This design comes from an exercise in tuning for a short achievable clock period and few clock cycles on the open sky130 flow, not from production work. No run shown here included a check of the RTL's function; only the layout flow was run. Power figures rest on the tool's default switching activity, not on a simulated workload.

$ cat design/flow/constraint.sdc
create_clock -name core_clock -period 8.0 [get_ports {i_clk}]
set_input_delay 1.6000 -clock core_clock [delete_from_list [all_inputs] [get_ports {i_clk}]]
set_output_delay 1.6000 -clock core_clock [all_outputs]
set_load 0.01 [all_outputs]
$ cat design/flow/run.sh
#!/bin/bash
# synth_recipe.tcl (not shown) runs the flow's synth.tcl, then flattens the netlist and writes it again
# the make line also repeats each setting of config.mk as NAME=value (left out here)
make -C /OpenROAD-flow-scripts/flow DESIGN_CONFIG=/design/flow/config.mk WORK_HOME=/design/flow/orfs CLKGATE_MAP_FILE= SYNTH_SCRIPT=/design/flow/synth_recipe.tcl finish
$ cat design/flow/design.v
package hart_pkg;
  typedef union packed {
    struct packed {
      logic [6:0] funct7;
      logic [4:0] rs2;
      logic [4:0] rs1;
      logic [2:0] funct3;
      logic [4:0] rd;
      logic [6:0] opcode;
    } r;
    struct packed {
      logic [11:0] imm;
      logic [4:0]  rs1;
      logic [2:0]  funct3;
      logic [4:0]  rd;
      logic [6:0]  opcode;
    } i;
    struct packed {
      logic [6:0] imm_hi;  
      logic [4:0] rs2;
      logic [4:0] rs1;
      logic [2:0] funct3;
      logic [4:0] imm_lo;  
      logic [6:0] opcode;
    } s;
    struct packed {
      logic       imm12;
      logic [5:0] imm10_5;
      logic [4:0] rs2;
      logic [4:0] rs1;
      logic [2:0] funct3;  
      logic [3:0] imm4_1;
      logic       imm11;
      logic [6:0] opcode;
    } b;
    struct packed {
      logic [19:0] imm;  
      logic [4:0]  rd;
      logic [6:0]  opcode;
    } u;
    struct packed {
      logic       imm20;
      logic [9:0] imm10_1;
      logic       imm11;
      logic [7:0] imm19_12;
      logic [4:0] rd;
      logic [6:0] opcode;
    } j;
  } inst_u;
  typedef enum logic [3:0] {
    ALU_ADD, ALU_SUB, ALU_SLL, ALU_SLT, ALU_SLTU, ALU_XOR,
    ALU_SRL, ALU_SRA, ALU_OR, ALU_AND,
    ALU_PASS_B  
  } alu_op_e;
  typedef enum logic [1:0] {
    WB_ALU,
    WB_MEM,
    WB_PC4  
  } wb_sel_e;
endpackage
`timescale 1ns/1ps
module hart (
  input  logic                   i_clk,
  input  logic                   i_rst,
  output logic [32-1:0]       o_imem_raddr,
  input  logic [32-1:0]       i_imem_rdata,
  output logic [32-1:0]       o_dmem_addr,
  output logic                   o_dmem_ren,
  output logic                   o_dmem_wen,
  output logic [32-1:0]       o_dmem_wdata,
  input  logic [32-1:0]       i_dmem_rdata,
  output logic                   o_retire_valid,
  output logic [32-1:0]       o_retire_inst,
  output logic                   o_retire_halt,
  output logic [32-1:0]       o_retire_pc,
  output logic [32-1:0]       o_retire_next_pc,
  output logic [5-1:0] o_retire_rd_waddr,
  output logic [32-1:0]       o_retire_rd_wdata,
  output logic [32-1:0]       o_retire_dmem_addr,
  output logic                   o_retire_dmem_ren,
  output logic                   o_retire_dmem_wen,
  output logic [32-1:0]       o_retire_dmem_rdata,
  output logic [32-1:0]       o_retire_dmem_wdata
);
  localparam int BHT_W = 5;   
  localparam int NBTB  = 8;   
  localparam int TAG_W = 12;  
  logic [32-1:0]       pc;
  logic [32-1:0]       rf [1:(1 << 5) - 1];  
  logic                   ex_valid, ex_wr, ex_load, ex_store, ex_branch, ex_jal, ex_back;
  logic                   ex_fa, ex_fb, ex_fs;
  logic                   ex_sub, ex_sel_add, ex_sel_sll, ex_sel_slt, ex_sel_sltu;
  logic                   ex_sel_xor, ex_sel_sr, ex_sra, ex_sel_or, ex_sel_and;
  logic                   ex_c_eq, ex_c_ne, ex_c_lt, ex_c_ge, ex_c_ltu, ex_c_geu;
  logic [5-1:0] ex_rd;
  logic [32-1:0]       ex_pc, ex_inst, ex_opa, ex_opb, ex_sdata, ex_target, ex_pc4;
  logic                   mem_valid, mem_wr, mem_load, mem_store, mem_redir;
  logic                   mem_br, mem_jal, mem_back, mem_taken;
  logic [5-1:0] mem_rd;
  logic [32-1:0]       mem_pc, mem_inst, mem_res, mem_sdata, mem_target, mem_pc4;
  logic                   wb_valid, wb_halt, wb_ren, wb_wen;
  logic [5-1:0] wb_rd;
  logic [32-1:0]       wb_pc, wb_inst, wb_npc, wb_wdata, wb_addr, wb_rdata, wb_sdata;
  logic [32-1:0]       mem_val;
  assign mem_val = mem_load ? i_dmem_rdata : mem_res;
  logic ex_live, ex_live_wr;
  assign ex_live    = ex_valid && !mem_redir;
  assign ex_live_wr = ex_wr && !mem_redir;
  logic [NBTB-1:0]  btb_v, btb_jal, btb_back;
  logic [TAG_W-1:0] btb_tag [0:NBTB-1];
  logic [32-1:0] btb_tgt [0:NBTB-1];
  logic [$clog2(NBTB)-1:0] btb_ptr;
  logic [1:0]       bht [0:(1 << BHT_W) - 1];
  logic [1:0]       lp_v, lp_tv;
  logic [TAG_W-1:0] lp_tag  [0:1];
  logic [3:0]       lp_trip [0:1];
  logic [3:0]       lp_cur  [0:1];
  logic             lp_ptr;
  logic [NBTB-1:0]  f_hit, f_take;
  logic             disagree, lp_exit, f_taken;
  logic [32-1:0] f_tgt, pc4;
  assign disagree = bht[pc[BHT_W+1:2]][1];
  assign lp_exit  = (lp_v[0] && lp_tv[0] && lp_tag[0] == pc[TAG_W+1:2] && lp_cur[0] == lp_trip[0]) ||
                    (lp_v[1] && lp_tv[1] && lp_tag[1] == pc[TAG_W+1:2] && lp_cur[1] == lp_trip[1]);
  always_comb begin
    f_tgt = '0;
    for (int i = 0; i < NBTB; i++) begin
      f_hit[i]  = btb_v[i] && btb_tag[i] == pc[TAG_W+1:2];
      f_take[i] = f_hit[i] && (btb_jal[i] || (btb_back[i] ? !(disagree || lp_exit) : disagree));
      f_tgt     = f_tgt | ({32{f_hit[i]}} & btb_tgt[i]);
    end
  end
  assign f_taken = |f_take;
  assign pc4[2:0] = {~pc[2], pc[1:0]};
  for (genvar i = 3; i < 32; i++) begin : g_pc4
    assign pc4[i] = pc[i] ^ (&pc[i-1:2]);
  end
  logic [32-1:0]       inst;
  logic [6:0]             opc;
  logic [2:0]             f3;
  logic [5-1:0] rd, rs1, rs2;
  logic                   is_op, is_opimm, is_lui, is_auipc, is_load, is_store, is_branch, is_jal;
  logic                   writes, use1, use2;
  logic [32-1:0]       imm_i, imm_s, imm_b, imm_u, imm_j, btarget, jtarget;
  logic [32-1:0]       rf1, rf2, rs1_val, rs2_val, opa, opb;
  logic                   alt_bit, stall, bubble;
  assign o_imem_raddr = pc;  
  assign inst = i_imem_rdata;
  assign opc  = inst[6:0];
  assign f3   = inst[14:12];
  assign rd   = inst[11:7];
  assign rs1  = inst[19:15];
  assign rs2  = inst[24:20];
  assign is_op     = opc == 7'b0110011;
  assign is_opimm  = opc == 7'b0010011;
  assign is_lui    = opc == 7'b0110111;
  assign is_auipc  = opc == 7'b0010111;
  assign is_load   = opc == 7'b0000011;
  assign is_store  = opc == 7'b0100011;
  assign is_branch = opc == 7'b1100011;
  assign is_jal    = opc == 7'b1101111;
  assign writes = (is_op || is_opimm || is_lui || is_auipc || is_load || is_jal) && rd != '0;
  assign use1   = is_op || is_opimm || is_load || is_store || is_branch;
  assign use2   = is_op || is_branch;
  assign imm_i = {{20{inst[31]}}, inst[31:20]};
  assign imm_s = {{20{inst[31]}}, inst[31:25], inst[11:7]};
  assign imm_b = {{19{inst[31]}}, inst[31], inst[7], inst[30:25], inst[11:8], 1'b0};
  assign imm_u = {inst[31:12], 12'b0};
  assign imm_j = {{11{inst[31]}}, inst[31], inst[19:12], inst[20], inst[30:21], 1'b0};
  assign btarget = pc + imm_b;
  assign jtarget = pc + imm_j;
  assign rf1 = (rs1 == '0) ? '0 : rf[rs1];
  assign rf2 = (rs2 == '0) ? '0 : rf[rs2];
  assign rs1_val = (mem_wr && mem_rd == rs1) ? mem_val : rf1;
  assign rs2_val = (mem_wr && mem_rd == rs2) ? mem_val : rf2;
  always_comb begin
    if (is_auipc || is_jal) opa = pc;
    else if (is_lui)        opa = '0;
    else                    opa = rs1_val;
    if (is_op || is_branch)      opb = rs2_val;
    else if (is_jal)             opb = 32'(4);
    else if (is_lui || is_auipc) opb = imm_u;
    else if (is_store)           opb = imm_s;
    else                         opb = imm_i;
  end
  assign stall  = ex_live_wr && ex_load && ((use1 && ex_rd == rs1) || (use2 && ex_rd == rs2));
  assign bubble = i_rst || stall;
  assign alt_bit = inst[30];
  always_ff @(posedge i_clk) begin
    if (bubble) begin
      ex_valid  <= 1'b0;
      ex_wr     <= 1'b0;
      ex_load   <= 1'b0;
      ex_store  <= 1'b0;
      ex_branch <= 1'b0;
      ex_jal    <= 1'b0;
    end else begin
      ex_valid  <= 1'b1;
      ex_wr     <= writes;
      ex_load   <= is_load;
      ex_store  <= is_store;
      ex_branch <= is_branch;
      ex_jal    <= is_jal;
    end
  end
  always_ff @(posedge i_clk) begin
    ex_pc     <= pc;
    ex_inst   <= inst;
    ex_rd     <= rd;
    ex_back   <= inst[31];
    ex_opa    <= opa;
    ex_opb    <= opb;
    ex_sdata  <= rs2_val;
    ex_target <= ({32{is_jal}} & jtarget) | ({32{!is_jal}} & btarget);
    ex_pc4    <= pc4;
    ex_fa     <= ex_live_wr && ex_rd == rs1 && use1;
    ex_fb     <= ex_live_wr && ex_rd == rs2 && use2;
    ex_fs     <= ex_live_wr && ex_rd == rs2;
    ex_c_eq   <= f3 == 3'b000;
    ex_c_ne   <= f3 == 3'b001;
    ex_c_lt   <= f3 == 3'b100;
    ex_c_ge   <= f3 == 3'b101;
    ex_c_ltu  <= f3 == 3'b110;
    ex_c_geu  <= f3 == 3'b111;
    ex_sub      <= is_op && f3 == 3'b000 && alt_bit;
    ex_sel_add  <= !(is_op || is_opimm) || f3 == 3'b000;
    ex_sel_sll  <= (is_op || is_opimm) && f3 == 3'b001;
    ex_sel_slt  <= (is_op || is_opimm) && f3 == 3'b010;
    ex_sel_sltu <= (is_op || is_opimm) && f3 == 3'b011;
    ex_sel_xor  <= (is_op || is_opimm) && f3 == 3'b100;
    ex_sel_sr   <= (is_op || is_opimm) && f3 == 3'b101;
    ex_sra      <= alt_bit;
    ex_sel_or   <= (is_op || is_opimm) && f3 == 3'b110;
    ex_sel_and  <= (is_op || is_opimm) && f3 == 3'b111;
  end
  logic [32-1:0] a, b, s, sum, dif, shl, shr, res;
  logic             eq, lt, ltu, cond, need_t, eq_t, eq_4, redirect;
  assign a = ex_fa ? mem_res : ex_opa;
  assign b = ex_fb ? mem_res : ex_opb;
  assign s = ex_fs ? mem_val : ex_sdata;
  assign sum = a + b;
  assign dif = a - b;
  assign eq  = a == b;
  assign ltu = a < b;
  assign lt  = ltu ^ a[31] ^ b[31];
  assign shl = a << b[4:0];
  assign shr = $unsigned($signed({ex_sra && a[31], a}) >>> b[4:0]);
  assign res = ({32{ex_sel_add && !ex_sub}} & sum)
             | ({32{ex_sub}}                & dif)
             | ({32{ex_sel_sll}}            & shl)
             | ({32{ex_sel_slt}}            & 32'(lt))
             | ({32{ex_sel_sltu}}           & 32'(ltu))
             | ({32{ex_sel_xor}}            & (a ^ b))
             | ({32{ex_sel_sr}}             & shr)
             | ({32{ex_sel_or}}             & (a | b))
             | ({32{ex_sel_and}}            & (a & b));
  assign cond = (ex_c_eq && eq) || (ex_c_ne && !eq) || (ex_c_lt && lt) ||
                (ex_c_ge && !lt) || (ex_c_ltu && ltu) || (ex_c_geu && !ltu);
  assign need_t   = ex_jal || (ex_branch && cond);
  assign eq_t     = pc == ex_target;
  assign eq_4     = pc == ex_pc4;
  assign redirect = ex_live && (need_t ? !eq_t : !eq_4);
  always_ff @(posedge i_clk) begin
    if (i_rst)         pc <= 32'h0000_0000;
    else if (redirect) pc <= need_t ? ex_target : ex_pc4;
    else if (stall)    pc <= pc;
    else if (f_taken)  pc <= f_tgt;
    else               pc <= pc4;
  end
  always_ff @(posedge i_clk) begin
    if (i_rst) begin
      mem_valid <= 1'b0;
      mem_wr    <= 1'b0;
      mem_load  <= 1'b0;
      mem_store <= 1'b0;
      mem_br    <= 1'b0;
      mem_jal   <= 1'b0;
      mem_redir <= 1'b0;
    end else begin
      mem_valid <= ex_live;
      mem_wr    <= ex_live_wr;
      mem_load  <= ex_load && !mem_redir;
      mem_store <= ex_store && !mem_redir;
      mem_br    <= ex_branch && !mem_redir &&
                   (ex_c_eq || ex_c_ne || ex_c_lt || ex_c_ge || ex_c_ltu || ex_c_geu);
      mem_jal   <= ex_jal && !mem_redir;
      mem_redir <= redirect;
    end
  end
  always_ff @(posedge i_clk) begin
    mem_pc     <= ex_pc;
    mem_inst   <= ex_inst;
    mem_rd     <= ex_rd;
    mem_res    <= res;
    mem_sdata  <= s;
    mem_target <= ex_target;
    mem_pc4    <= ex_pc4;
    mem_taken  <= need_t;
    mem_back   <= ex_back;
  end
  assign o_dmem_addr  = mem_res;
  assign o_dmem_ren   = mem_load;
  assign o_dmem_wen   = mem_store;
  assign o_dmem_wdata = mem_sdata;
  always_ff @(posedge i_clk) begin
    if (mem_wr) rf[mem_rd] <= mem_val;
  end
  logic [NBTB-1:0] u_hit;
  logic [1:0]      l_hit;
  logic [BHT_W-1:0] bidx;
  always_comb begin
    for (int i = 0; i < NBTB; i++) u_hit[i] = btb_v[i] && btb_tag[i] == mem_pc[TAG_W+1:2];
    for (int i = 0; i < 2; i++)    l_hit[i] = lp_v[i] && lp_tag[i] == mem_pc[TAG_W+1:2];
  end
  assign bidx = mem_pc[BHT_W+1:2];
  always_ff @(posedge i_clk) begin
    if (i_rst) begin
      btb_v   <= '0;
      btb_ptr <= '0;
    end else if ((mem_br || mem_jal) && mem_taken && u_hit == '0) begin
      btb_v[btb_ptr]    <= 1'b1;
      btb_jal[btb_ptr]  <= mem_jal;
      btb_back[btb_ptr] <= mem_back;
      btb_tag[btb_ptr]  <= mem_pc[TAG_W+1:2];
      btb_tgt[btb_ptr]  <= mem_target;
      btb_ptr           <= btb_ptr + 1'b1;
    end
  end
  always_ff @(posedge i_clk) begin
    if (i_rst) begin
      for (int i = 0; i < (1 << BHT_W); i++) bht[i] <= 2'd1;
    end else if (mem_br) begin
      if (mem_taken == mem_back) begin
        if (bht[bidx] != 2'd0) bht[bidx] <= bht[bidx] - 2'd1;
      end else begin
        if (bht[bidx] != 2'd3) bht[bidx] <= bht[bidx] + 2'd1;
      end
    end
  end
  always_ff @(posedge i_clk) begin
    if (i_rst) begin
      lp_v   <= 2'b00;
      lp_ptr <= 1'b0;
    end else if (mem_br && mem_back) begin
      if (l_hit == 2'b00) begin
        lp_v[lp_ptr]   <= 1'b1;
        lp_tv[lp_ptr]  <= 1'b0;
        lp_tag[lp_ptr] <= mem_pc[TAG_W+1:2];
        lp_cur[lp_ptr] <= mem_taken ? 4'd1 : 4'd0;
        lp_ptr         <= !lp_ptr;
      end else begin
        for (int i = 0; i < 2; i++) begin
          if (l_hit[i]) begin
            if (mem_taken) begin
              if (lp_cur[i] != 4'd15) lp_cur[i] <= lp_cur[i] + 4'd1;
            end else begin
              lp_tv[i]   <= 1'b1;
              lp_trip[i] <= lp_cur[i];
              lp_cur[i]  <= 4'd0;
            end
          end
        end
      end
    end
  end
  always_ff @(posedge i_clk) begin
    if (i_rst) begin
      wb_valid <= 1'b0;
      wb_halt  <= 1'b0;
      wb_ren   <= 1'b0;
      wb_wen   <= 1'b0;
    end else begin
      wb_valid <= mem_valid;
      wb_halt  <= mem_valid && mem_inst == 32'h0010_0073;
      wb_ren   <= mem_load;
      wb_wen   <= mem_store;
    end
  end
  always_ff @(posedge i_clk) begin
    wb_pc    <= mem_pc;
    wb_inst  <= mem_inst;
    wb_npc   <= mem_taken ? mem_target : mem_pc4;
    wb_rd    <= mem_wr ? mem_rd : '0;
    wb_wdata <= mem_val;
    wb_addr  <= mem_res;
    wb_rdata <= i_dmem_rdata;
    wb_sdata <= mem_sdata;
  end
  assign o_retire_valid      = wb_valid;
  assign o_retire_inst       = wb_inst;
  assign o_retire_halt       = wb_halt;
  assign o_retire_pc         = wb_pc;
  assign o_retire_next_pc    = wb_npc;
  assign o_retire_rd_waddr   = wb_rd;
  assign o_retire_rd_wdata   = wb_wdata;
  assign o_retire_dmem_addr  = wb_addr;
  assign o_retire_dmem_ren   = wb_ren;
  assign o_retire_dmem_wen   = wb_wen;
  assign o_retire_dmem_rdata = wb_rdata;
  assign o_retire_dmem_wdata = wb_sdata;
endmodule
$ cat design/flow/config.mk
export PLATFORM = sky130hd
export DESIGN_NAME = hart
export DESIGN_NICKNAME = hart
export VERILOG_FILES = /design/flow/design.v
export SDC_FILE = /design/flow/constraint.sdc
export NUM_CORES = 4
export LEC_CHECK = 0
export ABC_CLOCK_PERIOD_IN_PS = 3000
export CAP_MARGIN = 20
export CORE_MARGIN = 2
export CORE_UTILIZATION = 40
export PLACE_DENSITY = 0.6
export SETUP_SLACK_MARGIN = 5
export SLEW_MARGIN = 20
==> insert_results.sql, run 1 <==
INSERT INTO impl_metrics (metric_group, metric, value, unit) VALUES
('run_status', 'outcome', 'finished clean', ''),
('detailed_routing', 'drt_first_pass_iters', '8', ''),
('clock_network', 'cts.hold.buffers_added', '0', ''),
('detailed_routing', 'wirelength', '385000', 'µm'),
('global_routing', 'grt_use_met2', '47.3', '%'),
('job', 'maxCapViolations', '0', ''),
('clock_network', 'clock_tree.htree_level_count', '4', ''),
('detailed_routing', 'ant_nets', '0', ''),
('detailed_routing', 'route.detailed.drc', '0', ''),
('placement', 'gp_congestion', '0.975', ''),
('clock_network', 'numClockSinks', '2194', ''),
('final_layout', 'finalInstanceArea', '0.128', 'mm²'),
('final_layout', 'layout.nets', '8034', ''),
('sta', 'timing.final.setup_violations', '0', ''),
('clock_network', 'cts-root-buf', 'clkbuf_16', ''),
('detailed_routing', 'routed_via_density', '6.22', ''),
('logic_synthesis', 'synth-warning-count', '2', ''),
('global_routing', 'antenna_found_initial', '22', ''),
('clock_network', 'insertion_delay', '0.94', 'ns'),
('sta', 'fin_setup_tns', '0', 'ns'),
('critical_path', 'crit_path_start_kind', 'register', ''),
('final_layout', 'synthToLayoutAreaGrowth', '31.0', '%'),
('logic_synthesis', 'synthesized_net_count', '7029', ''),
('power', 'power.share.switching', '28.8', '%'),
('sta', 'unrepaired_setup_endpoints_after_global_routing', 'true', ''),
('detailed_routing', 'drt_first_iter_violations', '8657', ''),
('clock_network', 'tritoncts.num_buffers', '228', ''),
('worst_hold_path', 'path_class_of_the_lowest_slack_min_delay_path', 'register to register', ''),
('critical_path', 'critPathRequiredTime', '8.75', 'ns'),
('logic_synthesis', 'synth-edff-count', '1466', ''),
('logic_synthesis', 'ys_ff_latch', '2194', ''),
('power', 'post-layout-total-power', '0.0307', 'W'),
('final_layout', 'n_fill_cell', '19700', ''),
('critical_path', 'setup.worst_path.end_class', 'register', ''),
('global_routing', 'use_met1', '36.5', '%'),
('global_routing', 'gr-total-overflow', '0', ''),
('clock_network', 'clk_transition_reported_paths', '0.07', 'ns'),
('sta', 'final-hold-violation-count', '0', ''),
('critical_path', 'critical_path_arrival', '5.35', 'ns'),
('sta', 'fmax', '217', 'MHz'),
('logic_synthesis', 'yosysSeqAreaShare', '60.0', '%'),
('logic_synthesis', 'synth_cell_types', '86', ''),
('logic_synthesis', 'synthFlopType', 'edfxtp_1', ''),
('global_routing', 'top_usage_layer', 'met2', ''),
('final_layout', 'seq_cell_area', '0.0591', 'mm²'),
('placement', 'place.detailed.hpwl', '219000', 'µm'),
('detailed_routing', 'via_count', '69900', ''),
('power', 'switchingPower', '0.00885', 'W'),
('power', 'share_clk_of_total_power', '35.7', '%'),
('critical_path', 'cp_max_fo', '7', ''),
('die', 'start_util', '40.2', '%'),
('power', 'power_report.internal_total', '0.0219', 'W'),
('die', 'core_ar', '0.243', 'mm²'),
('sta', 'fin_crit', '4.60', 'ns'),
('global_routing', 'grt_max_degree', '65', ''),
('logic_synthesis', 'post_synth.cell_area_avg', '14.3', 'µm²'),
('power', 'power.combinational.fraction', '19.2', '%'),
('placement', 'postPlaceCellArea', '0.106', 'mm²'),
('final_layout', 'multi_input_comb_area', '0.0422', 'mm²'),
('critical_path', 'crit_path_start', 'ex_fb', ''),
('sta', 'final-max-slew-violation-count', '0', ''),
('die', 'ioPinCount', '397', ''),
('power', 'leakagePower', '45.2', 'nW'),
('final_layout', 'fin_cells', '11200', ''),
('worst_hold_path', 'hp-start', 'ex_inst[12]', ''),
('logic_synthesis', 'netlist_instances', '6808', ''),
('die', 'die_x', '498', 'µm'),
('sta', 'final.period_utilization', '57.5', '%'),
('critical_path', 'worst_r2r_startpoint', 'ex_fb', ''),
('sta', 'timing.max_slew.rel_slack', '18.4', '%'),
('detailed_routing', 'routed_wire_length_per_instance', '34.2', 'µm');
[worst max-delay path, cell delays in order (launching register included)]
cell and delay, ns:
dfxtp_4 0.42, buf_12 0.17, mux2i_4 0.27, inv_4 0.06, buf_6 0.12, buf_12 0.12
ha_4 0.16, fa_2 0.42, a211oi_4 0.36, o21ai_4 0.12, a2111oi_4 0.30, buf_4 0.19
o41ai_4 0.10, nand2b_1 0.24, a21oi_2 0.10, and3_1 0.21, nand2b_4 0.15, o31a_1 0.28
a221o_1 0.30, a221o_1 0.34
[through the flow]
| stage | setup WS (ns) | utilization (%) | hold WS, ns |
|---|---|---|---|
| after CTS | 3.38 | 50.7 | 0.270 |
| final | 3.40 | 52.6 | 0.268 |
| after global placement | 1.60 | 43.8 | 0.310 |
| after global routing | 3.33 | 52.6 | 0.277 |
| after floorplan | 3.55 | - | 0.310 |
| after detailed placement | 1.47 | 43.8 | 0.312 |
[layout by cell type, fill, tap and decap left out, types with 151 or more instances in the layout]
cell       Yosys  routed
nand2_1      280     240
clkbuf_16      0     265
xor2_1       221     221
dfxtp_1      728     544
mux2i_1      302     189
mux4_2       599     599
inv_1        176     151
nor2_1       434     347
xnor2_1      194     185
edfxtp_1    1466    1466
buf_2         13     169
buf_6          2     250
a21oi_1      299     250
buf_4          3     474
[Yosys cell counts, drive strengths merged, types with 177 or more instances]
cell | count | share of area [%]
dfxtp | 728 | 15
edfxtp | 1466 | 45
xnor2 | 194 | 1.7
nor2 | 434 | 1.7
nand2 | 280 | 1.1
inv | 177 | 0.68
mux4 | 599 | 14
clkbuf | 326 | 1.3
mux2i | 302 | 3.1
a21oi | 300 | 1.5
o21ai | 224 | 1.1
xor2 | 221 | 2.0
[power groups by stage]
stage	clock, W	sequential [W]	combinational (W)
finish	0.0110	0.0139	0.00589
global route	0.0115	0.0139	0.00611
floorplan	0	0.0138	0.00235
global placement	0	0.0141	0.00434
detailed placement	0	0.0141	0.00437
CTS	0.0111	0.0138	0.00534
[repair_timing]
action,CTS,global route
pin swaps,144,209
buffers inserted,332,196
cloned,85,34
setup endpoints to repair,1291,1447
resized for setup,2782,542
[cell families (layout without fill, tap and decap cells)]
| group | count (synthesis) | count (layout) | share of synthesized area, % |
|---|---|---|---|
| buf+inv | 639 | 1835 | 2.51 |
| compound gates | 1148 | 1150 | 7.78 |
| flops | 2194 | 2194 | 60.0 |
| mux | 963 | 970 | 17.6 |
| xor+xnor | 415 | 415 | 3.72 |
| fa+ha+maj | 155 | 155 | 2.02 |
| simple gates | 1294 | 1301 | 6.27 |
| other cells | 0 | 15 | 0 |
[registers in the layout, indices dropped and copies added, names as in the netlist, 64 cells and up, named ones only]
name	count
btb_tgt	256
bht	64
btb_tag	96
rf	992
[worst paths after layout]
kind / slack [ns] / cells after the start / end
setup reg to reg: 3.40 / 19 / mem_res[28]
hold reg to reg: 0.27 / 0 / mem_inst[12]
setup / recovery: 3.40 / 19 / mem_res[28]
hold / removal: 0.27 / 0 / mem_inst[12]
[cell type report]
cell class              instances  share of cell area (%)
diodes                         15                  0.0294
clock buffers                 330                    5.09
repair inverters                8                  0.0558
flip-flops and latches       2194                    46.2
clock inverters               107                   0.977
repair buffers               1211                    10.9
inverters                     179                   0.582
multi-input cells            3991                    33.0
well taps                    3202                    3.13
[metal layers]
layer / part of all wire [%] / vias up
li1: - / 28600
met1: 36 / 36200
met2: 47 / 4025
met3: 8.4 / 1131
met4: 7.9 / 6
met5: 0.0094 / -
==> inputs of run 2 (changes only) <==
--- a/design/flow/design.v
+++ b/design/flow/design.v
@@ -196,2 +196,8 @@
       ex_jal    <= 1'b0;
+      ex_c_eq   <= 1'b0;
+      ex_c_ne   <= 1'b0;
+      ex_c_lt   <= 1'b0;
+      ex_c_ge   <= 1'b0;
+      ex_c_ltu  <= 1'b0;
+      ex_c_geu  <= 1'b0;
     end else begin
@@ -203,2 +209,8 @@
       ex_jal    <= is_jal;
+      ex_c_eq   <= is_branch && f3 == 3'b000;
+      ex_c_ne   <= is_branch && f3 == 3'b001;
+      ex_c_lt   <= is_branch && f3 == 3'b100;
+      ex_c_ge   <= is_branch && f3 == 3'b101;
+      ex_c_ltu  <= is_branch && f3 == 3'b110;
+      ex_c_geu  <= is_branch && f3 == 3'b111;
     end
@@ -218,8 +230,2 @@
     ex_fs     <= ex_live_wr && ex_rd == rs2;
-    ex_c_eq   <= f3 == 3'b000;
-    ex_c_ne   <= f3 == 3'b001;
-    ex_c_lt   <= f3 == 3'b100;
-    ex_c_ge   <= f3 == 3'b101;
-    ex_c_ltu  <= f3 == 3'b110;
-    ex_c_geu  <= f3 == 3'b111;
     ex_sub      <= is_op && f3 == 3'b000 && alt_bit;
@@ -236,3 +242,4 @@
   logic [32-1:0] a, b, s, sum, dif, shl, shr, res;
-  logic             eq, lt, ltu, cond, need_t, eq_t, eq_4, redirect;
+  logic             eq, lt, ltu, cond, need_t, eq_t, eq_4, redirect, r_t, r_4;
+  logic [32-1:0] fetch_next, pc_t, pc_4;
   assign a = ex_fa ? mem_res : ex_opa;
@@ -258,12 +265,18 @@
                 (ex_c_ge && !lt) || (ex_c_ltu && ltu) || (ex_c_geu && !ltu);
-  assign need_t   = ex_jal || (ex_branch && cond);
+  assign need_t   = ex_jal || cond;
   assign eq_t     = pc == ex_target;
   assign eq_4     = pc == ex_pc4;
-  assign redirect = ex_live && (need_t ? !eq_t : !eq_4);
+  assign r_t      = ex_live && !eq_t;
+  assign r_4      = ex_live && !eq_4;
+  assign redirect = need_t ? r_t : r_4;
+  always_comb begin
+    if (i_rst)        fetch_next = 32'h0000_0000;
+    else if (stall)   fetch_next = pc;
+    else if (f_taken) fetch_next = f_tgt;
+    else              fetch_next = pc4;
+    pc_t = (r_t && !i_rst) ? ex_target : fetch_next;
+    pc_4 = (r_4 && !i_rst) ? ex_pc4 : fetch_next;
+  end
   always_ff @(posedge i_clk) begin
-    if (i_rst)         pc <= 32'h0000_0000;
-    else if (redirect) pc <= need_t ? ex_target : ex_pc4;
-    else if (stall)    pc <= pc;
-    else if (f_taken)  pc <= f_tgt;
-    else               pc <= pc4;
+    pc <= need_t ? pc_t : pc_4;
   end
==> run 2 against run 1 <==
Compared with the run above: still clean on timing, DRC and antenna; sequential power about the same; maximum frequency up 4.9%; wire length up 1.7%; synthesized area up 0.62%; clock power about the same; critical path type unchanged; largest cell class unchanged; clock-buffer cell count down 20; critical path depth unchanged; synthesized cell count up 2.4%.
==> insert_results.sql, run 2 <==
INSERT INTO impl_metrics (metric_group, metric, value, unit) VALUES
('final_layout', 'number_of_flip_flops_under_the_largest_register_name', '992', ''),
('critical_path', 'worst_r2r_startpoint', 'ex_fb', ''),
('sta', 'fmax', '228', 'MHz'),
('logic_synthesis', 'synthFlopType', 'edfxtp_1', ''),
('logic_synthesis', 'netlist_instances', '6971', ''),
('logic_synthesis', 'yosysSeqAreaShare', '59.6', '%'),
('clock_network', 'insertion_delay', '0.91', 'ns'),
('critical_path', 'r2r-end', 'pc[12]', ''),
('die', 'ioPinCount', '397', ''),
('clock_network', 'clock_path_buffers', '3', ''),
('power', 'pwr_density_cell', '238', 'mW/mm²'),
('logic_synthesis', 'synth_area_leaders', 'edfxtp_1, dfxtp_1, mux4_2', ''),
('logic_synthesis', 'synth_top_area_share', '44.8', '%'),
('final_layout', 'n_fill_cell', '19900', ''),
('global_routing', 'gr-total-overflow', '0', ''),
('global_routing', 'grt_max_degree', '65', ''),
('detailed_routing', 'drt_first_pass_iters', '6', ''),
('power', 'post-layout-total-power', '0.0306', 'W'),
('critical_path', 'critical_path_class', 'register to register', ''),
('sta', 'final-hold-violation-count', '0', ''),
('clock_network', 'tritoncts.num_buffers', '225', ''),
('logic_synthesis', 'synth-edff-count', '1466', ''),
('global_routing', 'first_global_vias', '69400', ''),
('run_status', 'outcome', 'finished clean', ''),
('power', 'leakagePower', '45.4', 'nW'),
('detailed_routing', 'ant_nets', '0', ''),
('die', 'die_x', '499', 'µm'),
('global_routing', 'groute.usage.overall', '30.3', '%'),
('die', 'fp.dieArea', '0.249', 'mm²'),
('final_layout', 'synthToLayoutAreaGrowth', '30.7', '%'),
('die', 'core_ar', '0.244', 'mm²'),
('critical_path', 'worst-r2r-cell-count', '19', ''),
('global_routing', 'antenna_found_initial', '15', ''),
('detailed_routing', 'routed_via_density', '6.26', ''),
('detailed_routing', 'route.detailed.drc', '0', ''),
('sta', 'unrepaired_setup_endpoints_after_global_routing', 'true', ''),
('logic_synthesis', 'yosys.cell_count.top_type', 'edfxtp_1', ''),
('placement', 'gp_congestion', '0.959', ''),
('die', 'rows', '181', ''),
('sta', 'timing.max_slew.rel_slack', '23.6', '%'),
('logic_synthesis', 'synth_largest_area_cell', 'edfxtp_1', ''),
('worst_hold_path', 'hold_path_depth', '0', ''),
('sta', 'fin_setup_tns', '0', 'ns'),
('detailed_routing', 'via_count', '71500', ''),
('final_layout', 'largest_registers', 'rf: 992 flops, btb_tgt: 256 flops, btb_tag: 96 flops', ''),
('logic_synthesis', 'post_synth.cell_area_avg', '14.1', 'µm²'),
('logic_synthesis', 'synthesized_net_count', '7200', ''),
('detailed_routing', 'drt_first_iter_violations', '9371', ''),
('sta', 'final.period_utilization', '54.8', '%'),
('logic_synthesis', 'syn-cell-area', '0.0982', 'mm²'),
('critical_path', 'crit_path_start_kind', 'register', ''),
('final_layout', 'leading_cell_types_in_the_layout_fill_and_taps_excluded', 'edfxtp_1, mux4_2, dfxtp_1, buf_4, nor2_1', ''),
('power', 'vdd.ir_drop.worst', '0.000241', 'V'),
('critical_path', 'rrSetupSlack', '3.62', 'ns'),
('sta', 'hold_ws', '0.270', 'ns'),
('final_layout', 'seq_cell_area', '0.0589', 'mm²'),
('die', 'start_util', '40.3', '%'),
('sta', 'skew', '0.0938', 'ns'),
('sta', 'timing.final.setup_violations', '0', ''),
('logic_synthesis', 'ys_ff_latch', '2189', ''),
('logic_synthesis', 'synthArstFlopShare', '0', '%'),
('worst_hold_path', 'timing.hold.worst_endpoint', 'wb_pc[29]', ''),
('critical_path', 'critPathRequiredTime', '8.76', 'ns'),
('clock_network', 'clock_tree.htree_level_count', '4', ''),
('sta', 'final-max-slew-violation-count', '0', ''),
('critical_path', 'setup.worst_path.end_class', 'register', ''),
('sta', 'fin_crit', '4.38', 'ns'),
('die', 'dieHeight', '499', 'µm'),
('final_layout', 'final_common_cell', 'edfxtp_1', ''),
('logic_synthesis', 'synth-warning-count', '2', ''),
('job', 'maxCapViolations', '0', ''),
('final_layout', 'fin_cells', '11400', ''),
('placement', 'dp.cells', '10300', ''),
('final_layout', 'multi_input_comb_area', '0.0427', 'mm²'),
('detailed_routing', 'routed_wire_length_per_instance', '34.3', 'µm'),
('detailed_routing', 'wirelength', '391000', 'µm'),
('clock_network', 'clk_transition_reported_paths', '0.06', 'ns'),
('clock_network', 'numClockSinks', '2189', ''),
('worst_hold_path', 'hp-start', 'mem_pc[29]', ''),
('logic_synthesis', 'synth_cell_types', '86', ''),
('final_layout', 'drive_gt1_share', '39.0', '%'),
('sta', 'worst-slew-pin-transition', '1.14', 'ns'),
('final_layout', 'layout.nets', '8238', ''),
('global_routing', 'grt_pass1_wl', '537000', 'µm'),
('placement', 'port-buffer-count', '396', ''),
('clock_network', 'cts-root-buf', 'clkbuf_16', ''),
('critical_path', 'cp_max_fo', '11', ''),
('placement', 'place.detailed.hpwl', '226000', 'µm'),
('critical_path', 'critical_path_arrival', '5.15', 'ns'),
('worst_hold_path', 'path_class_of_the_lowest_slack_min_delay_path', 'register to register', ''),
('logic_synthesis', 'synthTopCellsByCount', 'edfxtp_1, dfxtp_1, mux4_2', ''),
('final_layout', 'registers.top_by_ff_count', 'rf', ''),
('clock_network', 'tritoncts_clock_tree', 'done', '');
-- run 2: layout make-up --
cell class / count / area share, %
clock buffers: 310 / 4.97
repair buffers: 1266 / 10.9
repair inverters: 7 / 0.0370
diodes: 11 / 0.0214
clock inverters: 121 / 1.21
inverters: 170 / 0.555
multi-input cells: 4150 / 33.3
flip-flops and latches: 2189 / 45.9
well taps: 3202 / 3.12
-- run 2: how the worst max path moves through the flow --
stage,from,endpoint,depth (start not counted)
6_report,ex_fb,pc[12],19
5_1_grt,ex_fa,pc[23],18
4_1_cts,ex_fb,pc[3],19
3_5_place_dp,ex_fb,pc[3],14
3_3_place_gp,ex_fb,pc[3],14
2_1_floorplan,ex_fb,pc[18],19
-- run 2: worst max-delay path: stages (launching register included) --
cell and delay [ns]:
dfxtp_4 0.40, buf_12 0.16, mux2i_4 0.29, inv_4 0.08, ha_4 0.17, fa_2 0.38
o21bai_4 0.16, a21oi_4 0.09, o211ai_1 0.30, a221o_2 0.30, a2111oi_4 0.09, o41a_1 0.39
o21a_1 0.23, o211ai_1 0.24, buf_6 0.18, buf_4 0.14, mux2i_4 0.25, buf_12 0.17
o211a_1 0.16, nor3_1 0.05
-- run 2: routing by layer --
| layer | GRT usage (%) | up-vias | share of wire, % |
|---|---|---|---|
| met5 | 0 | - | 0.011 |
| met4 | 19.7 | 6 | 7.9 |
| met2 | 47.7 | 4516 | 46 |
| li1 | - | 29200 | - |
| met1 | 38.4 | 36700 | 37 |
| met3 | 5.62 | 1051 | 9.6 |
-- run 2: what timing repair did --
action                                  4_1_cts  5_1_grt
buffers inserted                            428      151
hold buffers                                  0        0
pin swaps                                   257      211
endpoints found under the setup margin     1317      601
resized for setup                          2868      426
gates cloned                                 86       15
-- run 2: through the flow --
step	worst slack, ns	area (µm²)	util, %
global placement	1.91	107000	43.9
floorplan	3.46	100000	-
CTS	3.76	125000	51.4
global route	3.56	128000	52.7
detailed placement	1.90	107000	43.9
finish	3.62	128000	52.7
-- run 2: power breakdown --
part	internal (W)	switching (W)	total (W)
clock	0.00644	0.00471	0.0111
combinational	0.00233	0.00344	0.00577
sequential	0.0131	0.000520	0.0136
total	0.0219	0.00867	0.0306
-- run 2: logic make-up (layout without fill, tap and decap cells) --
group                      count (synthesis)  in the layout  share of synthesized area [%]
other                                      0             11                              0
DFF                                     2189           2189                           59.6
AOI/OAI and AO/OA                       1261           1262                           8.44
adders and majority gates                163            163                           2.11
xor gates and xnor gates                 413            413                           3.68
buffers and inverters                    640           1874                           2.49
and+or+nand+nor                         1379           1386                           6.55
muxes                                    926            926                           17.1

==> port drivers added, routing unchanged <==
How much do the figures lean on ideal ports? The routed layouts below were timed once more, with nothing changed but the port constraints.
Step 1, drivers: a clkbuf_16 drives i_clk and a buf_2 each remaining input, both assumed.
Step 2, shift: input delay + t, output delay - t, t = (earliest + latest rising clock arrival at the registers) / 2. This alone moves slack from input paths to output paths.
a / b / c = ideal / step 1 / step 2; a / b = the first two.
run	shift t [ns]	setup slack, ns	worst register clock-pin slew, ns	pins driven straight from the clock port
run 1	0.983	3.399 / 3.399 / 3.399	0.07 / 0.07	1
run 2	0.976	3.615 / 3.615 / 3.255	0.09 / 0.09	1
After both steps every run listed still meets setup and hold. For run 2, which loses most, drivers alone change the setup slack by 0.000 ns; drivers and shift together by -0.360 ns.
